Context: an optimization exercise on an open-source flow, tuned for small area, a short achievable clock period and few clock cycles per item. The choices shown serve that exercise and are no tape-out recipe. RTL that was checked went through simulation tests only; none was proved equivalent to the original. Function not checked in runs 2 and 3: the RTL went through the layout flow alone. Power figures rest on the tool's default switching activity, not on a simulated workload.

## flow/design.v (module list and top-level ports; edited modules follow where they fit)
// module ivl2n_lane: 1071 lines
// module ivl2n_fa: 10 lines
// module ivl2n_ha: 9 lines
// module ivl2n_merge: 183 lines
// module ivl2n_sqrt: 81 lines
// module int8_vector_l2_norm: 137 lines
module int8_vector_l2_norm
(
  input  logic        clk_i,
  input  logic        rst_ni,
  input  logic        in_valid,
  output logic        in_ready,
  input  logic [7:0]  in_sample_0,
  input  logic [7:0]  in_sample_1,
  input  logic [7:0]  in_sample_2,
  input  logic [7:0]  in_sample_3,
  input  logic [7:0]  in_sample_4,
  input  logic [7:0]  in_sample_5,
  input  logic [7:0]  in_sample_6,
  input  logic [7:0]  in_sample_7,
  input  logic [3:0]  in_lane_count,
  input  logic        in_last,
  output logic        out_valid,
  input  logic        out_ready,
  output logic [38:0] out_sum_of_squares,
  output logic [27:0] out_norm_fixed,
  output logic        out_overflow
);
  // ...
==> flow/flow/run.sh <==
#!/bin/bash
# The standard layout (the standard.sh, unchanged synthesis and steps), with the port
# buffers that global placement inserts made from the plain buffer family (sky130_fd_sc_hd__buf_1,
# which repair may upsize) instead of the tool's default pick, a delay buffer.
set -euo pipefail
export BUFFER_PORTS_ARGS="-buffer_cell sky130_fd_sc_hd__buf_1"
bash standard.sh > standard.log 2>&1
==> flow/standard.sh <==
#!/bin/bash
# synth_recipe.tcl (not shown) runs the flow's synth.tcl, then flattens the netlist and writes it again
# the make line also repeats each setting of config.mk as NAME=value (left out here)
make -C /OpenROAD-flow-scripts/flow DESIGN_CONFIG=/design/flow/config.mk WORK_HOME=/design/flow/orfs CLKGATE_MAP_FILE= SYNTH_SCRIPT=/design/flow/synth_recipe.tcl "${@:-finish}"
==> flow/config.mk <==
export PLATFORM = sky130hd
export DESIGN_NAME = int8_vector_l2_norm
export DESIGN_NICKNAME = int8_vector_l2_norm
export VERILOG_FILES = /design/flow/design.v
export SDC_FILE = /design/flow/constraint.sdc
export NUM_CORES = 4
export LEC_CHECK = 0
export CAP_MARGIN = 20
export CORE_MARGIN = 2
export CORE_UTILIZATION = 50
export CTS_BUF_LIST = sky130_fd_sc_hd__clkbuf_8
export SETUP_SLACK_MARGIN = 3.8
export SLEW_MARGIN = 20
export SYNTH_HIERARCHICAL = 1
export SYNTH_MINIMUM_KEEP_SIZE = 0
==> flow/constraint.sdc <==
create_clock -name core_clock -period 6.5 [get_ports {clk_i}]
set_input_delay 1.3000 -clock core_clock [delete_from_list [all_inputs] [get_ports {clk_i}]]
set_output_delay 1.3000 -clock core_clock [all_outputs]
set_load 0.01 [all_outputs]
==> results.ini, run 1 <==
[status]
run_status=no timing/DRC/antenna violations

[global_route]
number_of_antenna_violations_at_the_first_check_in_global_routing=1
grt_most_used_layer=met2
groute.usage.overall=0.2382

[logic_synthesis]
syn-num-nets=2788
synth_most_common_cell=sky130_fd_sc_hd__dfxtp_1
synth_edf_count=103
share_of_the_synthesized_area_in_compound_gates_ao_oa_aoi_oai=0.1148
synth_top_flop_cell=sky130_fd_sc_hd__dfxtp_1
synth.ff_latch_count=446

[critical_path]
critPathArrivalTime_ps=3210
r2r_start=a_mag_q[18]$_SDFF_PP0_
worst-path-buf-inv=0
crit_chain=and2_1 > fa_2 > fa_1 > fa_1 > fa_1
required_ps=7020
crit_slowest_cell=sky130_fd_sc_hd__fa_2

[worst_hold_path]
hold_path.class=reg2reg
worstHoldEndpoint=b2_lanes_q[0]$_DFF_P_
worst_hold_path.num_cells=0

[drt]
detailroute.via_count=18583

[final_layout]
drive_above_1_share=0.1435
ff_latch_area_um2=10180
final_area_um2=29110
nClkBuffers=92

[timing]
final.hold.worst_slack_ps=324.5

[placement]
weighted_congestion_at_the_end_of_routability_driven_global_placement=0.9434

[floorplan]
design.core.area_um2=50170

[power_and_ir_drop]
comb_power_share=0.512
leakagePower_nw=11.94
finalPower_mw=14.88

[clocking]
hold_buffers=0

Testbench counts, summed over its fixed seeds: cycles 29,715, vectors 1,600.
==> module int8_vector_l2_norm, before the edit <==
module int8_vector_l2_norm
(
  input  logic        clk_i,
  input  logic        rst_ni,
  input  logic        in_valid,
  output logic        in_ready,
  input  logic [7:0]  in_sample_0,
  input  logic [7:0]  in_sample_1,
  input  logic [7:0]  in_sample_2,
  input  logic [7:0]  in_sample_3,
  input  logic [7:0]  in_sample_4,
  input  logic [7:0]  in_sample_5,
  input  logic [7:0]  in_sample_6,
  input  logic [7:0]  in_sample_7,
  input  logic [3:0]  in_lane_count,
  input  logic        in_last,
  output logic        out_valid,
  input  logic        out_ready,
  output logic [38:0] out_sum_of_squares,
  output logic [27:0] out_norm_fixed,
  output logic        out_overflow
);
  logic [LANES-1:0][SAMPLE_W-1:0] samples, mag;
  logic [LANE_CNT_W-1:0]          lanes_clamped;
  logic                           accept, in_ready_q, in_ready_d;
  logic [LANES-1:0][SAMPLE_W-1:0] a_mag_q;
  logic [LANE_CNT_W-1:0]          a_lanes_q, b1_lanes_q, b2_lanes_q, b3_lanes_q;
  logic                           a_valid_q, b1_valid_q, b2_valid_q, b3_valid_q;
  logic                           a_last_q, b1_last_q, b2_last_q, b3_last_q;
  logic                           a_lastv_d;
  logic [SSQ_W-1:0]               ssq;
  logic                           avail, free, fin_d, hold_d, idle_d;
  logic [SUM_W-1:0]               fin_sum;
  logic                           fin_ovf;
  logic [WIN-1:0]                 fin_root;
  logic [WIN:0]                   fin_rem;
  logic [STEP_W-1:0]              fin_step;
  logic [1:0]                     fin_pair;
  logic [5:0]                     owe;
  logic                           owe_le1, owe_eq2;
  assign samples = {in_sample_7, in_sample_6, in_sample_5, in_sample_4,
                    in_sample_3, in_sample_2, in_sample_1, in_sample_0};
  assign accept        = in_valid && in_ready_q;
  assign lanes_clamped = (in_lane_count > 4'd8) ? 4'd8 : in_lane_count;
  for (genvar k = 0; k < LANES; k++) begin : g_mag
    assign mag[k] = (in_lane_count <= 4'(k)) ? 8'd0 :
                    samples[k][7] ? 8'(-samples[k]) : samples[k];
  end
  assign a_lastv_d = accept && in_last;
  assign owe = {a_lastv_d, a_valid_q && a_last_q, b1_valid_q && b1_last_q,
                b2_valid_q && b2_last_q, fin_d, hold_d};
  always_comb begin
    owe_le1 = 1'b1;
    owe_eq2 = 1'b0;
    for (int i = 0; i < 6; i++) begin
      for (int j = i + 1; j < 6; j++) begin
        if (owe[i] && owe[j]) owe_le1 = 1'b0;
      end
    end
    for (int i = 0; i < 6; i++) begin
      for (int j = i + 1; j < 6; j++) begin
        if (owe[i] && owe[j] && (owe & ~((6'd1 << i) | (6'd1 << j))) == '0) owe_eq2 = 1'b1;
      end
    end
  end
  assign in_ready_d = owe_le1 || (owe_eq2 && idle_d);
  assign idle_d    = free && !avail;
  always_ff @(posedge clk_i or negedge rst_ni) begin
    if (!rst_ni) begin
      in_ready_q <= 1'b0;
      a_valid_q  <= 1'b0;
      b1_valid_q <= 1'b0;
      b2_valid_q <= 1'b0;
      b3_valid_q <= 1'b0;
    end else begin
      in_ready_q <= in_ready_d;
      a_valid_q  <= accept;
      b1_valid_q <= a_valid_q;
      b2_valid_q <= b1_valid_q;
      b3_valid_q <= b2_valid_q;
    end
  end
  always_ff @(posedge clk_i) begin
    a_mag_q    <= mag;
    a_lanes_q  <= lanes_clamped;
    a_last_q   <= in_last;
    b1_lanes_q <= a_lanes_q;
    b1_last_q  <= a_last_q;
    b2_lanes_q <= b1_lanes_q;
    b2_last_q  <= b1_last_q;
    b3_lanes_q <= b2_valid_q ? b2_lanes_q : '0;
    b3_last_q  <= b2_last_q;
  end
  assign in_ready = in_ready_q;
  ivl2n_lane u_lane (
    .clk_i   (clk_i),
    .valid_i (b2_valid_q),
    .mag_i   (a_mag_q),
    .ssq_o   (ssq)
  );
  ivl2n_merge u_merge (
    .clk_i      (clk_i),
    .rst_ni     (rst_ni),
    .valid_i    (b3_valid_q),
    .valid_nx_i (b2_valid_q),
    .last_i     (b3_last_q),
    .lanes_i    (b3_lanes_q),
    .ssq_i      (ssq),
    .free_i     (free),
    .avail_o    (avail),
    .sum_o      (fin_sum),
    .ovf_o      (fin_ovf),
    .root_o     (fin_root),
    .rem_o      (fin_rem),
    .step_o     (fin_step),
    .pair_o     (fin_pair),
    .fin_d_o    (fin_d),
    .hold_d_o   (hold_d)
  );
  ivl2n_sqrt u_sqrt (
    .clk_i       (clk_i),
    .rst_ni      (rst_ni),
    .avail_i     (avail),
    .sum_i       (fin_sum),
    .ovf_i       (fin_ovf),
    .root_i      (fin_root),
    .rem_i       (fin_rem),
    .step_i      (fin_step),
    .pair_i      (fin_pair),
    .out_ready_i (out_ready),
    .free_o      (free),
    .out_valid_o (out_valid),
    .sum_o       (out_sum_of_squares),
    .norm_o      (out_norm_fixed),
    .ovf_o       (out_overflow)
  );
endmodule
==> run 2: changes to the inputs <==
--- a/flow/design.v
+++ b/flow/design.v
@@ -2,29 +2,31 @@
   localparam int LANES             = 8;
   localparam int SAMPLE_W          = 8;
   localparam int LANE_CNT_W        = 4;
   localparam int SSQ_W             = 18;    
   localparam int MAX_ELEMENTS_LOG2 = 24;
   localparam int CNT_W             = MAX_ELEMENTS_LOG2 + 1;
   localparam int SUM_W             = 39;
   localparam int NORM_W            = 28;
+  localparam int REM_W             = NORM_W;   
   localparam int STEP_W            = 5;
-  localparam int WIN               = 3;
+  localparam int WIN               = 3;      
+  localparam logic [CNT_W-1:0] MAX_ELEMENTS = {1'b1, {MAX_ELEMENTS_LOG2{1'b0}}};
   localparam logic [SUM_W-1:0] SUM_BOUND    = {1'b1, {(SUM_W-1){1'b0}}};
 endpackage
 import ivl2n_pkg::*;
 module ivl2n_lane
 (
   input  logic                           clk_i,
   input  logic                           valid_i,   
   input  logic [LANES-1:0][SAMPLE_W-1:0] mag_i,
   output logic [SSQ_W-1:0]               ssq_o
 );
-  logic [58:0] st1_q;
+  logic [80:0] st1_q;
   logic [43:0] st2_q;
   logic p1;
   logic p2;
   logic p3;
   logic p4;
   logic p5;
   logic p6;
   logic p7;
@@ -1014,77 +1016,77 @@
   ivl2n_fa u_s503 (.a_i(c428), .b_i(c430), .c_i(c432), .s_o(s503), .c_o(c504));
   ivl2n_fa u_s505 (.a_i(c434), .b_i(s435), .c_i(s437), .s_o(s505), .c_o(c506));
   ivl2n_fa u_s507 (.a_i(s439), .b_i(s347), .c_i(p216), .s_o(s507), .c_o(c508));
   ivl2n_fa u_s509 (.a_i(c436), .b_i(c438), .c_i(c440), .s_o(s509), .c_o(c510));
   ivl2n_fa u_s511 (.a_i(s441), .b_i(s443), .c_i(s445), .s_o(s511), .c_o(c512));
   ivl2n_fa u_s513 (.a_i(c442), .b_i(c444), .c_i(c446), .s_o(s513), .c_o(c514));
   ivl2n_fa u_s515 (.a_i(c448), .b_i(c450), .c_i(s451), .s_o(s515), .c_o(c516));
   ivl2n_fa u_s517 (.a_i(c452), .b_i(c454), .c_i(c358), .s_o(s517), .c_o(c518));
-  ivl2n_fa u_s519 (.a_i(c456), .b_i(s363), .c_i(p190), .s_o(s519), .c_o(c520));
-  ivl2n_fa u_s521 (.a_i(s457), .b_i(s233), .c_i(p202), .s_o(s521), .c_o(c522));
-  ivl2n_fa u_s523 (.a_i(c458), .b_i(s459), .c_i(s461), .s_o(s523), .c_o(c524));
-  ivl2n_fa u_s525 (.a_i(c460), .b_i(c462), .c_i(s463), .s_o(s525), .c_o(c526));
-  ivl2n_fa u_s527 (.a_i(s465), .b_i(s381), .c_i(s259), .s_o(s527), .c_o(c528));
-  ivl2n_fa u_s529 (.a_i(c464), .b_i(c466), .c_i(s467), .s_o(s529), .c_o(c530));
-  ivl2n_fa u_s531 (.a_i(s469), .b_i(s471), .c_i(s275), .s_o(s531), .c_o(c532));
-  ivl2n_fa u_s533 (.a_i(c468), .b_i(c470), .c_i(c472), .s_o(s533), .c_o(c534));
-  ivl2n_fa u_s535 (.a_i(s473), .b_i(s475), .c_i(s477), .s_o(s535), .c_o(c536));
-  ivl2n_fa u_s537 (.a_i(c474), .b_i(c476), .c_i(c478), .s_o(s537), .c_o(c538));
-  ivl2n_fa u_s539 (.a_i(c480), .b_i(s481), .c_i(s483), .s_o(s539), .c_o(c540));
-  ivl2n_fa u_s541 (.a_i(c482), .b_i(c484), .c_i(c486), .s_o(s541), .c_o(c542));
-  ivl2n_fa u_s543 (.a_i(c488), .b_i(s489), .c_i(s491), .s_o(s543), .c_o(c544));
-  ivl2n_fa u_s545 (.a_i(c490), .b_i(c492), .c_i(c494), .s_o(s545), .c_o(c546));
-  ivl2n_fa u_s547 (.a_i(c496), .b_i(s497), .c_i(s499), .s_o(s547), .c_o(c548));
-  ivl2n_fa u_s549 (.a_i(s501), .b_i(s337), .c_i(p215), .s_o(s549), .c_o(c550));
-  ivl2n_fa u_s551 (.a_i(c498), .b_i(c500), .c_i(c502), .s_o(s551), .c_o(c552));
-  ivl2n_fa u_s553 (.a_i(s503), .b_i(s505), .c_i(s507), .s_o(s553), .c_o(c554));
-  ivl2n_fa u_s555 (.a_i(c504), .b_i(c506), .c_i(c508), .s_o(s555), .c_o(c556));
-  ivl2n_fa u_s557 (.a_i(c510), .b_i(c512), .c_i(s513), .s_o(s557), .c_o(c558));
-  ivl2n_fa u_s559 (.a_i(c514), .b_i(s515), .c_i(s453), .s_o(s559), .c_o(c560));
-  ivl2n_fa u_s561 (.a_i(c516), .b_i(s517), .c_i(c360), .s_o(s561), .c_o(c562));
-  ivl2n_fa u_s563 (.a_i(st1_q[16]), .b_i(st1_q[17]), .c_i(st1_q[18]), .s_o(s563), .c_o(c564));
-  ivl2n_fa u_s565 (.a_i(st1_q[22]), .b_i(st1_q[23]), .c_i(st1_q[24]), .s_o(s565), .c_o(c566));
-  ivl2n_ha u_s567 (.a_i(st1_q[25]), .b_i(st1_q[26]), .s_o(s567), .c_o(c568));
-  ivl2n_fa u_s569 (.a_i(st1_q[28]), .b_i(st1_q[29]), .c_i(st1_q[30]), .s_o(s569), .c_o(c570));
-  ivl2n_fa u_s571 (.a_i(st1_q[31]), .b_i(st1_q[32]), .c_i(st1_q[33]), .s_o(s571), .c_o(c572));
-  ivl2n_fa u_s573 (.a_i(st1_q[34]), .b_i(st1_q[35]), .c_i(st1_q[36]), .s_o(s573), .c_o(c574));
-  ivl2n_ha u_s575 (.a_i(st1_q[37]), .b_i(st1_q[38]), .s_o(s575), .c_o(c576));
-  ivl2n_fa u_s577 (.a_i(st1_q[39]), .b_i(st1_q[40]), .c_i(st1_q[41]), .s_o(s577), .c_o(c578));
-  ivl2n_ha u_s579 (.a_i(st1_q[42]), .b_i(st1_q[43]), .s_o(s579), .c_o(c580));
-  ivl2n_fa u_s581 (.a_i(st1_q[44]), .b_i(st1_q[45]), .c_i(st1_q[46]), .s_o(s581), .c_o(c582));
-  ivl2n_ha u_s583 (.a_i(st1_q[47]), .b_i(st1_q[48]), .s_o(s583), .c_o(c584));
-  ivl2n_fa u_s585 (.a_i(st1_q[49]), .b_i(st1_q[50]), .c_i(st1_q[51]), .s_o(s585), .c_o(c586));
-  ivl2n_ha u_s587 (.a_i(st1_q[12]), .b_i(st1_q[13]), .s_o(s587), .c_o(c588));
-  ivl2n_fa u_s589 (.a_i(s563), .b_i(st1_q[19]), .c_i(st1_q[20]), .s_o(s589), .c_o(c590));
-  ivl2n_fa u_s591 (.a_i(s565), .b_i(s567), .c_i(st1_q[27]), .s_o(s591), .c_o(c592));
+  ivl2n_fa u_s519 (.a_i(st1_q[3]), .b_i(st1_q[4]), .c_i(st1_q[5]), .s_o(s519), .c_o(c520));
+  ivl2n_fa u_s521 (.a_i(st1_q[6]), .b_i(st1_q[7]), .c_i(st1_q[8]), .s_o(s521), .c_o(c522));
+  ivl2n_fa u_s523 (.a_i(st1_q[9]), .b_i(st1_q[10]), .c_i(st1_q[11]), .s_o(s523), .c_o(c524));
+  ivl2n_fa u_s525 (.a_i(st1_q[13]), .b_i(st1_q[14]), .c_i(st1_q[15]), .s_o(s525), .c_o(c526));
+  ivl2n_fa u_s527 (.a_i(st1_q[16]), .b_i(st1_q[17]), .c_i(st1_q[18]), .s_o(s527), .c_o(c528));
+  ivl2n_fa u_s529 (.a_i(st1_q[19]), .b_i(st1_q[20]), .c_i(st1_q[21]), .s_o(s529), .c_o(c530));
+  ivl2n_fa u_s531 (.a_i(st1_q[22]), .b_i(st1_q[23]), .c_i(st1_q[24]), .s_o(s531), .c_o(c532));
+  ivl2n_fa u_s533 (.a_i(st1_q[25]), .b_i(st1_q[26]), .c_i(st1_q[27]), .s_o(s533), .c_o(c534));
+  ivl2n_fa u_s535 (.a_i(st1_q[28]), .b_i(st1_q[29]), .c_i(st1_q[30]), .s_o(s535), .c_o(c536));
+  ivl2n_fa u_s537 (.a_i(st1_q[33]), .b_i(st1_q[34]), .c_i(st1_q[35]), .s_o(s537), .c_o(c538));
+  ivl2n_fa u_s539 (.a_i(st1_q[36]), .b_i(st1_q[37]), .c_i(st1_q[38]), .s_o(s539), .c_o(c540));
+  ivl2n_fa u_s541 (.a_i(st1_q[41]), .b_i(st1_q[42]), .c_i(st1_q[43]), .s_o(s541), .c_o(c542));
+  ivl2n_fa u_s543 (.a_i(st1_q[44]), .b_i(st1_q[45]), .c_i(st1_q[46]), .s_o(s543), .c_o(c544));
+  ivl2n_fa u_s545 (.a_i(st1_q[49]), .b_i(st1_q[50]), .c_i(st1_q[51]), .s_o(s545), .c_o(c546));
+  ivl2n_fa u_s547 (.a_i(st1_q[52]), .b_i(st1_q[53]), .c_i(st1_q[54]), .s_o(s547), .c_o(c548));
+  ivl2n_fa u_s549 (.a_i(st1_q[55]), .b_i(st1_q[56]), .c_i(st1_q[57]), .s_o(s549), .c_o(c550));
+  ivl2n_fa u_s551 (.a_i(st1_q[58]), .b_i(st1_q[59]), .c_i(st1_q[60]), .s_o(s551), .c_o(c552));
+  ivl2n_fa u_s553 (.a_i(st1_q[61]), .b_i(st1_q[62]), .c_i(st1_q[63]), .s_o(s553), .c_o(c554));
+  ivl2n_fa u_s555 (.a_i(st1_q[64]), .b_i(st1_q[65]), .c_i(st1_q[66]), .s_o(s555), .c_o(c556));
+  ivl2n_fa u_s557 (.a_i(st1_q[69]), .b_i(st1_q[70]), .c_i(st1_q[71]), .s_o(s557), .c_o(c558));
+  ivl2n_fa u_s559 (.a_i(st1_q[74]), .b_i(st1_q[75]), .c_i(st1_q[76]), .s_o(s559), .c_o(c560));
+  ivl2n_fa u_s561 (.a_i(st1_q[77]), .b_i(st1_q[78]), .c_i(st1_q[79]), .s_o(s561), .c_o(c562));
+  ivl2n_fa u_s563 (.a_i(c530), .b_i(c532), .c_i(s533), .s_o(s563), .c_o(c564));
+  ivl2n_fa u_s565 (.a_i(c534), .b_i(c536), .c_i(s537), .s_o(s565), .c_o(c566));
+  ivl2n_ha u_s567 (.a_i(s539), .b_i(st1_q[39]), .s_o(s567), .c_o(c568));
+  ivl2n_fa u_s569 (.a_i(c538), .b_i(c540), .c_i(s541), .s_o(s569), .c_o(c570));
+  ivl2n_fa u_s571 (.a_i(s543), .b_i(st1_q[47]), .c_i(st1_q[48]), .s_o(s571), .c_o(c572));
+  ivl2n_fa u_s573 (.a_i(c542), .b_i(c544), .c_i(s545), .s_o(s573), .c_o(c574));
+  ivl2n_ha u_s575 (.a_i(s547), .b_i(s549), .s_o(s575), .c_o(c576));
+  ivl2n_fa u_s577 (.a_i(c546), .b_i(c548), .c_i(c550), .s_o(s577), .c_o(c578));
+  ivl2n_ha u_s579 (.a_i(s551), .b_i(s553), .s_o(s579), .c_o(c580));
+  ivl2n_fa u_s581 (.a_i(c552), .b_i(c554), .c_i(s555), .s_o(s581), .c_o(c582));
+  ivl2n_ha u_s583 (.a_i(st1_q[67]), .b_i(st1_q[68]), .s_o(s583), .c_o(c584));
+  ivl2n_fa u_s585 (.a_i(c556), .b_i(s557), .c_i(st1_q[72]), .s_o(s585), .c_o(c586));
+  ivl2n_ha u_s587 (.a_i(c526), .b_i(c528), .s_o(s587), .c_o(c588));
+  ivl2n_fa u_s589 (.a_i(s563), .b_i(s535), .c_i(st1_q[31]), .s_o(s589), .c_o(c590));
+  ivl2n_fa u_s591 (.a_i(s565), .b_i(s567), .c_i(st1_q[40]), .s_o(s591), .c_o(c592));
   ivl2n_fa u_s593 (.a_i(s569), .b_i(s571), .c_i(c566), .s_o(s593), .c_o(c594));
   ivl2n_fa u_s595 (.a_i(s573), .b_i(s575), .c_i(c570), .s_o(s595), .c_o(c596));
   ivl2n_fa u_s597 (.a_i(s577), .b_i(s579), .c_i(c574), .s_o(s597), .c_o(c598));
   ivl2n_fa u_s599 (.a_i(s581), .b_i(s583), .c_i(c578), .s_o(s599), .c_o(c600));
-  ivl2n_fa u_s601 (.a_i(s585), .b_i(st1_q[52]), .c_i(c582), .s_o(s601), .c_o(c602));
-  ivl2n_ha u_s603 (.a_i(st1_q[53]), .b_i(st1_q[54]), .s_o(s603), .c_o(c604));
+  ivl2n_fa u_s601 (.a_i(s585), .b_i(st1_q[73]), .c_i(c582), .s_o(s601), .c_o(c602));
+  ivl2n_ha u_s603 (.a_i(c558), .b_i(s559), .s_o(s603), .c_o(c604));
   ivl2n_ha u_s605 (.a_i(st2_q[6]), .b_i(st2_q[7]), .s_o(s605), .c_o(c606));
   ivl2n_fa u_s607 (.a_i(st2_q[9]), .b_i(st2_q[10]), .c_i(st2_q[11]), .s_o(s607), .c_o(c608));
   ivl2n_fa u_s609 (.a_i(st2_q[12]), .b_i(st2_q[13]), .c_i(st2_q[14]), .s_o(s609), .c_o(c610));
   ivl2n_fa u_s611 (.a_i(st2_q[15]), .b_i(st2_q[16]), .c_i(st2_q[17]), .s_o(s611), .c_o(c612));
   ivl2n_fa u_s613 (.a_i(st2_q[18]), .b_i(st2_q[19]), .c_i(st2_q[20]), .s_o(s613), .c_o(c614));
   ivl2n_fa u_s615 (.a_i(st2_q[21]), .b_i(st2_q[22]), .c_i(st2_q[23]), .s_o(s615), .c_o(c616));
   ivl2n_fa u_s617 (.a_i(st2_q[24]), .b_i(st2_q[25]), .c_i(st2_q[26]), .s_o(s617), .c_o(c618));
   ivl2n_fa u_s619 (.a_i(st2_q[27]), .b_i(st2_q[28]), .c_i(st2_q[29]), .s_o(s619), .c_o(c620));
   ivl2n_fa u_s621 (.a_i(st2_q[30]), .b_i(st2_q[31]), .c_i(st2_q[32]), .s_o(s621), .c_o(c622));
   ivl2n_fa u_s623 (.a_i(st2_q[33]), .b_i(st2_q[34]), .c_i(st2_q[35]), .s_o(s623), .c_o(c624));
   ivl2n_fa u_s625 (.a_i(st2_q[36]), .b_i(st2_q[37]), .c_i(st2_q[38]), .s_o(s625), .c_o(c626));
   ivl2n_fa u_s627 (.a_i(st2_q[39]), .b_i(st2_q[40]), .c_i(st2_q[41]), .s_o(s627), .c_o(c628));
   ivl2n_ha u_s629 (.a_i(st2_q[42]), .b_i(st2_q[43]), .s_o(s629), .c_o(c630));
   assign row_a = {c630, s629, s627, s625, s623, s621, s619, s617, s615, s613, s611, s609, s607, s605, st2_q[4], st2_q[3], st2_q[2], st2_q[0]};
   assign row_b = {1'b0, c628, c626, c624, c622, c620, c618, c616, c614, c612, c610, c608, c606, st2_q[8], st2_q[5], 1'b0, 1'b0, st2_q[1]};
   always_ff @(posedge clk_i) begin
-    st1_q <= {c518, c562, s561, c560, s559, c558, s449, s447, s557, c556, s511, s509, s555, c554, c552, s553, s551, c550, c548, c546, s549, s547, s545, c544, c542, s495, s493, s543, s541, c540, c538, s487, s485, s539, s537, c536, c534, p211, s479, s535, s533, c532, c530, s531, s529, c528, c526, s527, s525, c524, p203, s523, c522, s521, c520, s519, s455, mag_i[7][0], s361};
-    st2_q <= {st1_q[58], st1_q[57], c604, st1_q[56], st1_q[55], c602, c586, s603, c600, c584, s601, c598, c580, s599, c596, c576, s597, c594, c572, s595, c592, c568, s593, c590, c564, s591, c588, st1_q[21], s589, st1_q[15], st1_q[14], s587, st1_q[11], st1_q[10], st1_q[9], st1_q[8], st1_q[7], st1_q[6], st1_q[5], st1_q[4], st1_q[3], st1_q[2], st1_q[1], st1_q[0]};
+    st1_q <= {c518, c360, s517, c516, s453, s515, c514, s449, s447, s513, c512, c510, s511, s509, c508, c506, c504, s507, s505, s503, c502, c500, c498, p215, s337, s501, s499, s497, c496, c494, c492, c490, s495, s493, s491, s489, c488, c486, c484, c482, s487, s485, s483, s481, c480, c478, c476, c474, p211, s479, s477, s475, s473, c472, c470, c468, s275, s471, s469, s467, c466, c464, s259, s381, s465, s463, c462, c460, p203, s461, s459, c458, p202, s233, s457, p190, s363, c456, s455, mag_i[7][0], s361};
+    st2_q <= {st1_q[80], c562, c604, s561, c560, c602, c586, s603, c600, c584, s601, c598, c580, s599, c596, c576, s597, c594, c572, s595, c592, c568, s593, c590, c564, s591, c588, st1_q[32], s589, s531, s529, s587, s527, s525, c524, st1_q[12], s523, c522, s521, c520, s519, st1_q[2], st1_q[1], st1_q[0]};
     ssq_o <= valid_i ? row_a + row_b : '0;
   end
 endmodule
 module ivl2n_fa
 (
   input  logic a_i,
   input  logic b_i,
   input  logic c_i,
@@ -1462,36 +1464,36 @@
     b3_lanes_q <= b2_valid_q ? b2_lanes_q : '0;
     b3_last_q  <= b2_last_q;
   end
   assign in_ready = in_ready_q;
   ivl2n_lane u_lane (
     .clk_i   (clk_i),
     .valid_i (b2_valid_q),
     .mag_i   (a_mag_q),
-    .ssq_o   (ssq)
+    .ssq_o (ssq)
   );
   ivl2n_merge u_merge (
-    .clk_i      (clk_i),
-    .rst_ni     (rst_ni),
+    .clk_i    (clk_i),
+    .rst_ni   (rst_ni),
     .valid_i    (b3_valid_q),
     .valid_nx_i (b2_valid_q),
-    .last_i     (b3_last_q),
-    .lanes_i    (b3_lanes_q),
-    .ssq_i      (ssq),
-    .free_i     (free),
-    .avail_o    (avail),
-    .sum_o      (fin_sum),
-    .ovf_o      (fin_ovf),
-    .root_o     (fin_root),
-    .rem_o      (fin_rem),
-    .step_o     (fin_step),
-    .pair_o     (fin_pair),
-    .fin_d_o    (fin_d),
-    .hold_d_o   (hold_d)
+    .last_i   (b3_last_q),
+    .lanes_i  (b3_lanes_q),
+    .ssq_i    (ssq),
+    .free_i   (free),
+    .avail_o  (avail),
+    .sum_o    (fin_sum),
+    .ovf_o    (fin_ovf),
+    .root_o   (fin_root),
+    .rem_o    (fin_rem),
+    .step_o   (fin_step),
+    .pair_o   (fin_pair),
+    .fin_d_o  (fin_d),
+    .hold_d_o (hold_d)
   );
   ivl2n_sqrt u_sqrt (
     .clk_i       (clk_i),
     .rst_ni      (rst_ni),
     .avail_i     (avail),
     .sum_i       (fin_sum),
     .ovf_i       (fin_ovf),
     .root_i      (fin_root),
==> flow/config.mk (replaced) <==
export PLATFORM = sky130hd
export DESIGN_NAME = int8_vector_l2_norm
export DESIGN_NICKNAME = int8_vector_l2_norm
export VERILOG_FILES = /design/flow/design.v
export SDC_FILE = /design/flow/constraint.sdc
export NUM_CORES = 4
export LEC_CHECK = 0
export CAP_MARGIN = 20
export CORE_MARGIN = 2
export CORE_UTILIZATION = 60
export CTS_BUF_LIST = sky130_fd_sc_hd__clkbuf_8
export SETUP_SLACK_MARGIN = 4.0
export SLEW_MARGIN = 20
export SYNTH_HIERARCHICAL = 1
export SYNTH_MINIMUM_KEEP_SIZE = 0
==> run 2 against run 1 <==
Clock power grew 4%. Worst setup slack better by 9.4 ps. Area after synthesis is 1.5% higher. Sequential power increased by 4.4%. Critical path depth is 6 higher. Register-to-register slack about the same. Total power up 6.1%. Flip-flop and latch count grew 22. Routed wire length is 4.9% higher. Critical path type unchanged. Largest cell class unchanged.
==> results.ini, run 2 <==
[placement]
weighted_congestion_at_the_end_of_routability_driven_global_placement=0.9326  ; was 0.9434
post-dp-hpwl_mm=48.09  ; was 47.62 mm
port_buffers=142  ; unchanged
preCtsSetupSlack_ps=2283  ; was 2796 ps

[drt]
drt-vias-per-instance=5.831  ; was 5.526
drt-total-wl_mm=66.01  ; was 62.95 mm
ant_nets=0  ; unchanged
drt_drc_violations_left=0  ; unchanged
dr.pass1.iters=7  ; was 6
detailedRoute.firstIterationViolations=1337  ; was 1,155
detailroute.via_count=19375  ; was 18,583
average_wire_per_cell_in_the_routed_design_um=19.87  ; was 18.72 um

[critical_path]
worst_r2r_endpoint=u_sqrt.root_q[0]$_DFFE_PP_  ; was u_lane.st1_q[11]$_DFF_P_
crit_path_end_kind=register  ; unchanged
r2r_start=u_sqrt.rem_q[28]$_SDFF_PP0_  ; was a_mag_q[18]$_SDFF_PP0_
crit_path_max_fanout=5  ; was 8
critPathArrivalTime_ps=3090  ; was 3210 ps
ff2ff_path_depth=11  ; was 5
reg2reg_setup_slack_ps=3820  ; was 3810 ps
critPathLaunchType=register  ; unchanged
critical_path_class=reg2reg  ; unchanged
required_ps=6910  ; was 7020 ps

[final_layout]
most_used_cells_in_the_layout_excluding_fill_and_tap_cells=sky130_fd_sc_hd__dfxtp_1, sky130_fd_sc_hd__nor2_1, sky130_fd_sc_hd__and2_1  ; unchanged
n_fill_cell=3265  ; was 4,318
num_antenna_cells=0  ; was 1
top_register=u_lane.st1_q  ; was a_mag_q
layout_commonest_cell=sky130_fd_sc_hd__dfxtp_1  ; unchanged
drive_above_1_share=0.1829  ; was 0.1435
area_growth_pct=17.07  ; was 14.47%
largest_register_ff_count=81  ; was 64
nNetsFinal=3090  ; was 2,997
largest_registers=u_lane.st1_q (81), a_mag_q (64), u_lane.st2_q (44)  ; was a_mag_q (64), u_lane.st1_q (59), u_lane.st2_q (44)

[logic_synthesis]
asyncSetResetFlopFracSynth=0.02350  ; was 0.02466
synth_most_common_cell=sky130_fd_sc_hd__dfxtp_1  ; unchanged
synth_edf_count=103  ; unchanged
yosys.cell_types.count=107  ; was 110
yosys-top-cells-count=sky130_fd_sc_hd__dfxtp_1, sky130_fd_sc_hd__nor2_1, sky130_fd_sc_hd__and2_1, sky130_fd_sc_hd__fa_1, sky130_fd_sc_hd__nand2_1  ; was sky130_fd_sc_hd__dfxtp_1, sky130_fd_sc_hd__nor2_1, sky130_fd_sc_hd__fa_1, sky130_fd_sc_hd__and2_1, sky130_fd_sc_hd__nand2_1
post_synth_top_area_cell=sky130_fd_sc_hd__dfxtp_1  ; unchanged
synth_top_area_frac=0.2745  ; was 0.2614
netlist_top_cells_area=sky130_fd_sc_hd__dfxtp_1, sky130_fd_sc_hd__fa_1, sky130_fd_sc_hd__edfxtp_1  ; unchanged
synth_top_flop_cell=sky130_fd_sc_hd__dfxtp_1  ; unchanged
syn_area_per_cell_um2=10.59  ; was 10.51 um^2
synth.ff_latch_count=468  ; was 446
synth.cell_area_um2=25820  ; was 25,430 um^2
gate_count_post_synth=2439  ; was 2,420
yosysWarnings=10  ; unchanged
synth.yosys.seq_area_share=0.4050  ; was 0.3939
syn-num-nets=2807  ; was 2,788

[clocking]
hold_buffers=0  ; unchanged
cts_tree=built  ; unchanged
cts_root_buf=sky130_fd_sc_hd__clkbuf_8  ; unchanged
tritoncts.num_buffers=79  ; was 78
path_clk_slew_ps=60  ; was 50 ps
worstSkewPairLatency_ps=670  ; about the same
h-tree-depth=3  ; unchanged
max-clock-path-buffers=3  ; unchanged
cts.sink_count=468  ; was 446

[timing]
worst_slew_pin_slew_ps=873.4  ; was 853.0 ps
finalMaxSlewViolations=0  ; unchanged
setup_repair_after_global_routing_missed_its_margin=yes  ; unchanged
finalWorstPathRequiredPeriod_ps=2683  ; was 2693 ps
fin_worst_skew_ps=33.18  ; was 30.05 ps
slew_headroom=0.4150  ; was 0.4314
fin_tns_setup_ps=0  ; unchanged
period_utilisation_layout=0.4128  ; was 0.4143
setup_viol_count_final=0  ; unchanged
achievable-frequency_ghz=0.3727  ; was 0.3714 GHz
finalWorstSetupSlack_ps=3817  ; was 3807 ps
hold_violations=0  ; unchanged

[worst_hold_path]
worstHoldEndpoint=u_lane.st2_q[2]$_DFF_P_  ; was b2_lanes_q[0]$_DFF_P_
worst_hold_path.num_cells=0  ; unchanged
min_from=u_lane.st1_q[2]$_DFF_P_  ; was b1_lanes_q[0]$_DFF_P_
hold_path.class=reg2reg  ; unchanged

[power_and_ir_drop]
worst_ir_drop_vdd_v=0.0002889  ; was 0.0002271 V
leakagePower_nw=12.65  ; was 11.94 nW
power_density_nw_per_um2=522.2  ; was 511.2 nW/um^2
finalPower_mw=15.79  ; was 14.88 mW

[global_route]
grt_max_degree=61  ; unchanged
groute.usage.overall=0.2936  ; was 0.2382
number_of_antenna_violations_at_the_first_check_in_global_routing=1  ; unchanged
gr-total-overflow=0  ; unchanged
via_count_of_the_first_global_routing_pass=19347  ; was 19,225
first_pass_grt_wire_length_mm=102.2  ; was 99.72 mm

[floorplan]
design.core.area_um2=42790  ; was 50,170 um^2
die_h_um=211.4  ; was 229.5 um
die_x_um=211.4  ; was 229.5 um
rows=76  ; was 82
dieArea_um2=44710  ; was 52,670 um^2
design.portCount=143  ; unchanged
initial_utilization=0.6034  ; was 0.5068

[job]
max_cap_check_violation_count=0  ; unchanged

[status]
run_status=no timing/DRC/antenna violations  ; unchanged

[run 2: cell types whose count changed after synthesis, sizes merged, moves of 4 or more]
cell    change
dfxtp      +22
a21oi       +8
a21o        -9
a21boi      +4
nor2        -5
and2        +9
and3        -7
[run 2: stage by stage]
step           hold slack, ps  instance area [um^2]    util  instances
2_1_floorplan           309.6                 25890       -       2439
3_3_place_gp            310.9                 26810  0.6266       3062
3_5_place_dp            312.1                 26810  0.6266       3062
4_1_cts                 325.5                 29370  0.6864       3280
5_1_grt                 327.7                 30230  0.7064       3323
6_report                324.7                 30230  0.7064       3323
[run 2: logic make-up after synthesis]
logic type | synth area share
compound gates | 0.1114
xor+xnor | 0.05393
mux | 0.01071
fa+ha+maj | 0.2014
buf+inv | 0.02113
simple gates | 0.1965
flops | 0.4050
[run 2: worst max-delay path: stages, from the launching register on]
cell,delay (ps)
sky130_fd_sc_hd__dfxtp_4,380
sky130_fd_sc_hd__clkbuf_16,170
sky130_fd_sc_hd__xnor2_2,130
sky130_fd_sc_hd__ha_1,330
sky130_fd_sc_hd__o211ai_1,170
sky130_fd_sc_hd__a21oi_2,120
sky130_fd_sc_hd__o31a_1,360
sky130_fd_sc_hd__a32oi_2,240
sky130_fd_sc_hd__o21ai_1,120
sky130_fd_sc_hd__nor2_2,160
sky130_fd_sc_hd__a211oi_2,90
sky130_fd_sc_hd__a21o_1,170
[run 2: worst max-delay path by stage]
| stage | from | end | slack (ps) | cells past startpoint |
|---|---|---|---|---|
| 6_report | u_sqrt.rem_q[28]$_SDFF_PP0_ | u_sqrt.root_q[0]$_DFFE_PP_ | 3820 | 11 |
| 5_1_grt | u_sqrt.rem_q[28]$_SDFF_PP0_ | u_sqrt.rem_q[28]$_SDFF_PP0_ | 3710 | 12 |
| 4_1_cts | u_sqrt.sum_q[34]$_DFFE_PP_ | out_sum_of_squares[34] | 3840 | 1 |
| 3_5_place_dp | out_ready | u_sqrt.ovf_q$_DFFE_PP_ | 2280 | 6 |
| 3_3_place_gp | out_ready | u_sqrt.sum_q[11]$_DFFE_PP_ | 2360 | 6 |
| 2_1_floorplan | u_sqrt.rem_q[28]$_SDFF_PP0_ | u_sqrt.root_q[0]$_DFFE_PP_ | 3900 | 12 |
[run 2: repair_timing]
| action | 4_1_cts | 5_1_grt |
|---|---|---|
| resized for setup | 134 | 128 |
| pin swaps | 36 | 53 |
| gates cloned | 1 | 2 |
| endpoints found under the hold margin | 0 | 0 |
| endpoints found under the setup margin | 169 | 170 |
| setup buffers | 81 | 41 |
[run 2: cell type report]
| class | instances | area (um^2) | area share |
|---|---|---|---|
| Clock buffer | 95 | 1308 | 0.04326 |
| Clock inverter | 41 | 251.5 | 0.008320 |
| Timing Repair Buffer | 272 | 1695 | 0.05609 |
| Tap cell | 546 | 683.2 | 0.02260 |
| Multi-Input combinational cell | 1839 | 15510 | 0.5130 |
| Inverter | 62 | 261.5 | 0.008651 |
| Sequential cell | 468 | 10520 | 0.3481 |
[run 2: layer usage]
metal / up-vias / global-route usage / part of all wire
met5: - / 0 / 0.00012
met4: 2 / 0.1360 / 0.045
met3: 201 / 0.04569 / 0.054
met2: 697 / 0.5134 / 0.50
met1: 9433 / 0.3574 / 0.40
li1: 9042 / - / -
[run 2: modules after synthesis, one instance, submodules excluded]
module               flops+latches  cells inside
int8_vector_l2_norm             89           339
ivl2n_ha                         0             1
ivl2n_fa                         0             1
ivl2n_merge                    130           799
ivl2n_lane                     143           489
ivl2n_sqrt                     106           605
[run 2: power by group]
part	leakage (nW)	switching, mW	internal, mW
logic	7.71	4.46	3.78
clock network	0.889	1.17	1.43
registers	4.05	0.900	4.05
==> run 3: changes to the inputs <==
--- a/flow/config.mk
+++ b/flow/config.mk
@@ -9,7 +9,7 @@
 export CORE_MARGIN = 2
 export CORE_UTILIZATION = 60
 export CTS_BUF_LIST = sky130_fd_sc_hd__clkbuf_8
-export SETUP_SLACK_MARGIN = 4.0
+export SETUP_SLACK_MARGIN = 3.8
 export SLEW_MARGIN = 20
 export SYNTH_HIERARCHICAL = 1
 export SYNTH_MINIMUM_KEEP_SIZE = 0
==> run 3 against run 2 <==
Still clean. Utilization shrank 2.1 points. Global-route usage is 0.85 points lower. Die area stayed put. Count of clock-buffer cells in the layout unchanged. Largest power group unchanged. Highest routed layer is now met4.
==> results.ini, run 3 <==
[power_and_ir_drop]
worst_ir_drop_vdd_v=0.0002945  ; was 0.0002889 V
power.net_switching_mw=6.245  ; was 6.523 mW
swShare=0.4105  ; was 0.4132
power_density_nw_per_um2=518.7  ; was 522.2 nW/um^2
leakagePower_nw=12.09  ; was 12.65 nW
pwr-share-seq=0.323  ; was 0.313
finalPower_mw=15.21  ; was 15.79 mW
comb_power_share=0.509  ; was 0.522
pwr-share-clk=0.169  ; was 0.165
internal_power_mw=8.967  ; was 9.262 mW

[status]
run_status=no timing/DRC/antenna violations  ; unchanged

[timing]
setup_repair_after_global_routing_missed_its_margin=yes  ; unchanged
slew_headroom=0.4015  ; was 0.4150
achievable-frequency_ghz=0.3615  ; was 0.3727 GHz
hold_violations=0  ; unchanged
fin_worst_skew_ps=26.20  ; was 33.18 ps
final.hold.worst_slack_ps=325.7  ; was 324.7 ps
setup_viol_count_final=0  ; unchanged
finalWorstSetupSlack_ps=3734  ; was 3817 ps
worst_slew_pin_slew_ps=893.6  ; was 873.4 ps
fin_tns_setup_ps=0  ; unchanged
finalMaxSlewViolations=0  ; unchanged
period_utilisation_layout=0.4255  ; was 0.4128
finalWorstPathRequiredPeriod_ps=2766  ; was 2683 ps

[drt]
detailedRoute.firstIterationViolations=1392  ; was 1,337
wirelength_met1_mm=25.60  ; was 26.29 mm
drt-total-wl_mm=63.23  ; was 66.01 mm
average_wire_per_cell_in_the_routed_design_um=19.33  ; was 19.87 um
ant_nets=0  ; unchanged
drt-vias-per-instance=5.814  ; was 5.831
top_layer_used=met4  ; was met5
met2RoutedLength_mm=31.73  ; was 33.13 mm
detailroute.via_count=19018  ; was 19,375
wl_met3_mm=3.675  ; was 3.592 mm
drt_drc_violations_left=0  ; unchanged
dr.pass1.iters=8  ; was 7

[logic_synthesis]
post_synth_top_area_cell=sky130_fd_sc_hd__dfxtp_1  ; unchanged
synth.yosys.seq_area_share=0.4050  ; unchanged
syn_area_per_cell_um2=10.59  ; unchanged
synth_edf_count=103  ; unchanged
yosysWarnings=10  ; unchanged
yosys-top-cells-count=sky130_fd_sc_hd__dfxtp_1, sky130_fd_sc_hd__nor2_1, sky130_fd_sc_hd__and2_1, sky130_fd_sc_hd__fa_1, sky130_fd_sc_hd__nand2_1  ; unchanged
synth_top_area_frac=0.2745  ; unchanged
asyncSetResetFlopFracSynth=0.02350  ; unchanged
syn-num-nets=2807  ; unchanged
netlist_top_cells_area=sky130_fd_sc_hd__dfxtp_1, sky130_fd_sc_hd__fa_1, sky130_fd_sc_hd__edfxtp_1  ; unchanged
gate_count_post_synth=2439  ; unchanged
synth_top_flop_cell=sky130_fd_sc_hd__dfxtp_1  ; unchanged
synth_most_common_cell=sky130_fd_sc_hd__dfxtp_1  ; unchanged
yosys.cell_types.count=107  ; unchanged
synth.ff_latch_count=468  ; unchanged
synth.cell_area_um2=25820  ; unchanged

[job]
max_cap_check_violation_count=0  ; unchanged

[critical_path]
ff2ff_path_depth=11  ; unchanged
crit_path_end_kind=register  ; unchanged
crit_path_max_fanout=7  ; was 5
critical_path_class=reg2reg  ; unchanged
critPathLaunchType=register  ; unchanged
critPathArrivalTime_ps=3360  ; was 3090 ps
required_ps=7090  ; was 6910 ps

[clocking]
tritoncts.num_buffers=81  ; was 79
cts_tree=built  ; unchanged
h-tree-depth=3  ; unchanged
hold_buffers=0  ; unchanged
path_clk_slew_ps=60  ; about the same
cts_root_buf=sky130_fd_sc_hd__clkbuf_8  ; unchanged
max-clock-path-buffers=3  ; unchanged
cts.sink_count=468  ; unchanged
worstSkewPairLatency_ps=650  ; was 670 ps

[final_layout]
largest_register_ff_count=81  ; unchanged
nNetsFinal=3026  ; was 3,090
area_growth_pct=13.60  ; was 17.07%
largest_registers=u_lane.st1_q (81), a_mag_q (64), u_lane.st2_q (44)  ; unchanged
most_used_cells_in_the_layout_excluding_fill_and_tap_cells=sky130_fd_sc_hd__dfxtp_1, sky130_fd_sc_hd__nor2_1, sky130_fd_sc_hd__and2_1  ; unchanged
drive_above_1_share=0.1127  ; was 0.1829
n_fill_cell=3328  ; was 3,265
layout_commonest_cell=sky130_fd_sc_hd__dfxtp_1  ; unchanged
top_register=u_lane.st1_q  ; unchanged

[global_route]
grt_max_degree=61  ; unchanged
groute.usage.overall=0.2851  ; was 0.2936
number_of_antenna_violations_at_the_first_check_in_global_routing=1  ; unchanged
first_pass_grt_wire_length_mm=99.42  ; was 102.2 mm
gr-total-overflow=0  ; unchanged
via_count_of_the_first_global_routing_pass=19133  ; was 19,347

[placement]
preCtsSetupSlack_ps=2303  ; was 2283 ps
port_buffers=142  ; unchanged
post-dp-hpwl_mm=46.43  ; was 48.09 mm
weighted_congestion_at_the_end_of_routability_driven_global_placement=0.9478  ; was 0.9326

[worst_hold_path]
worst_hold_path.num_cells=0  ; unchanged
hold_path.class=reg2reg  ; unchanged

[floorplan]
design.portCount=143  ; unchanged
die_h_um=211.4  ; unchanged
rows=76  ; unchanged
design.core.area_um2=42790  ; unchanged
initial_utilization=0.6034  ; unchanged
die_x_um=211.4  ; unchanged
dieArea_um2=44710  ; unchanged

-- run 3: layer usage --
layer | global-route usage | vias to the layer above
met1 | 0.3539 | 9209
met5 | 0 | -
met4 | 0.1163 | 0
met2 | 0.4916 | 714
li1 | - | 8932
met3 | 0.05266 | 163
-- run 3: path summary, 6_finish.rpt --
kind | from | endpoint | slack, ps
setup / recovery | u_sqrt.rem_q[28]$_SDFF_PP0_ | u_sqrt.rem_q[28]$_SDFF_PP0_ | 3730
hold / removal | u_lane.st1_q[1]$_DFF_P_ | u_lane.st2_q[1]$_DFF_P_ | 330
setup reg to reg | u_sqrt.rem_q[28]$_SDFF_PP0_ | u_sqrt.rem_q[28]$_SDFF_PP0_ | 3730
hold reg to reg | u_lane.st1_q[1]$_DFF_P_ | u_lane.st2_q[1]$_DFF_P_ | 330
max in group asynchronous | rst_ni | u_merge.clr_q$_DFF_PN0_ | 5340
min in group asynchronous | rst_ni | u_sqrt.done_q$_DFFE_PN0P_ | 660
-- run 3: area by class of cell --
| cell class | instances | area (um^2) | share of cell area |
|---|---|---|---|
| multi-input cells | 1838 | 15250 | 0.5199 |
| flip-flops and latches | 468 | 10460 | 0.3567 |
| clock buffers | 95 | 1308 | 0.04458 |
| repair buffers | 207 | 1111 | 0.03788 |
| well taps | 546 | 683.2 | 0.02329 |
| clock inverters | 54 | 275.3 | 0.009385 |
| inverters | 62 | 240.2 | 0.008190 |
| diodes | 1 | 2.502 | 0.00008532 |
-- run 3: worst max-delay path: stages (launching register included) --
cell and delay (ps):
sky130_fd_sc_hd__dfxtp_4 420, sky130_fd_sc_hd__buf_12 190, sky130_fd_sc_hd__xnor2_4 140, sky130_fd_sc_hd__ha_4 240, sky130_fd_sc_hd__a22o_1 250, sky130_fd_sc_hd__nor4_4 270
sky130_fd_sc_hd__o211a_1 210, sky130_fd_sc_hd__a41oi_2 60, sky130_fd_sc_hd__a21oi_2 220, sky130_fd_sc_hd__o22ai_2 110, sky130_fd_sc_hd__or4_1 480, sky130_fd_sc_hd__nand3_1 100
-- run 3: repair_timing --
item | 4_1_cts | 5_1_grt
setup buffers | 19 | 37
cloned | 3 | 0
endpoints found under the setup margin | 85 | 24
pin swaps | 20 | 51
gates resized for setup | 38 | 54
-- run 3: per-stage QoR --
step	utilization	cell area, um^2	cells
after global placement	0.6257	26770	3062
final	0.6854	29330	3271
after floorplan	-	25830	2439
after global routing	0.6854	29330	3271
after detailed placement	0.6257	26770	3062
after CTS	0.6716	28740	3233
-- run 3: power by group through the flow --
stage               Sequential (mW)  Clock, mW  Combinational (mW)
CTS                            4.87       2.64                7.11
finish                         4.91       2.57                7.74
floorplan                      4.62          0                5.33
global placement               4.91          0                6.51
detailed placement             4.94          0                6.72
global route                   5.02       2.77                8.62
-- run 3: cells by family (layout without fill, tap and decap cells) --
group / count (synthesis) / in the layout / share of synthesized area
simple gates: 937 / 937 / 0.1965
flops: 468 / 468 / 0.4050
compound gates: 421 / 421 / 0.1114
fa+ha+maj: 295 / 295 / 0.2014
xor+xnor: 159 / 159 / 0.05393
buf+inv: 133 / 418 / 0.02113
mux: 26 / 26 / 0.01071
other cells: 0 / 1 / 0
-- run 3: modules after synthesis (local to each module, per instance) --
module | copies in the design | flops+latches
ivl2n_merge | 1 | 130
ivl2n_sqrt | 1 | 106
ivl2n_lane | 1 | 143
int8_vector_l2_norm | 1 | 89
ivl2n_fa | 199 | 0
ivl2n_ha | 8 | 0

what the ideal ports hide:
The results above use ideal ports. As a check the final layouts listed here were re-extracted and re-timed, cells and wires unchanged. Step 1 assumes that a clkbuf_16 drives the clock port and a buf_2 every other input. Step 2 times the ports against the registers' clock, not the clock port: input delays grow and output delays shrink by t, the midpoint of the rising clock arrivals with the driver on. Three values: no drivers, after step 1, after step 2; two values: the first two.
| run | shift t [ns] | slack for setup (ns) | worst setup path at the end | worst slew at a driven data input, ns |
|---|---|---|---|---|
| run 1 | 0.708 | 3.807 / 3.782 / 3.249 | input to register | 0.04 |
| run 2 | 0.704 | 3.817 / 3.817 / 3.438 | input to register | 0.05 |
| run 3 | 0.699 | 3.734 / 3.734 / 3.273 | input to register | 0.07 |
After both steps every run listed still meets setup and hold. For run 1, which loses most, drivers alone change the setup slack by -0.025 ns; drivers and shift together by -0.558 ns.
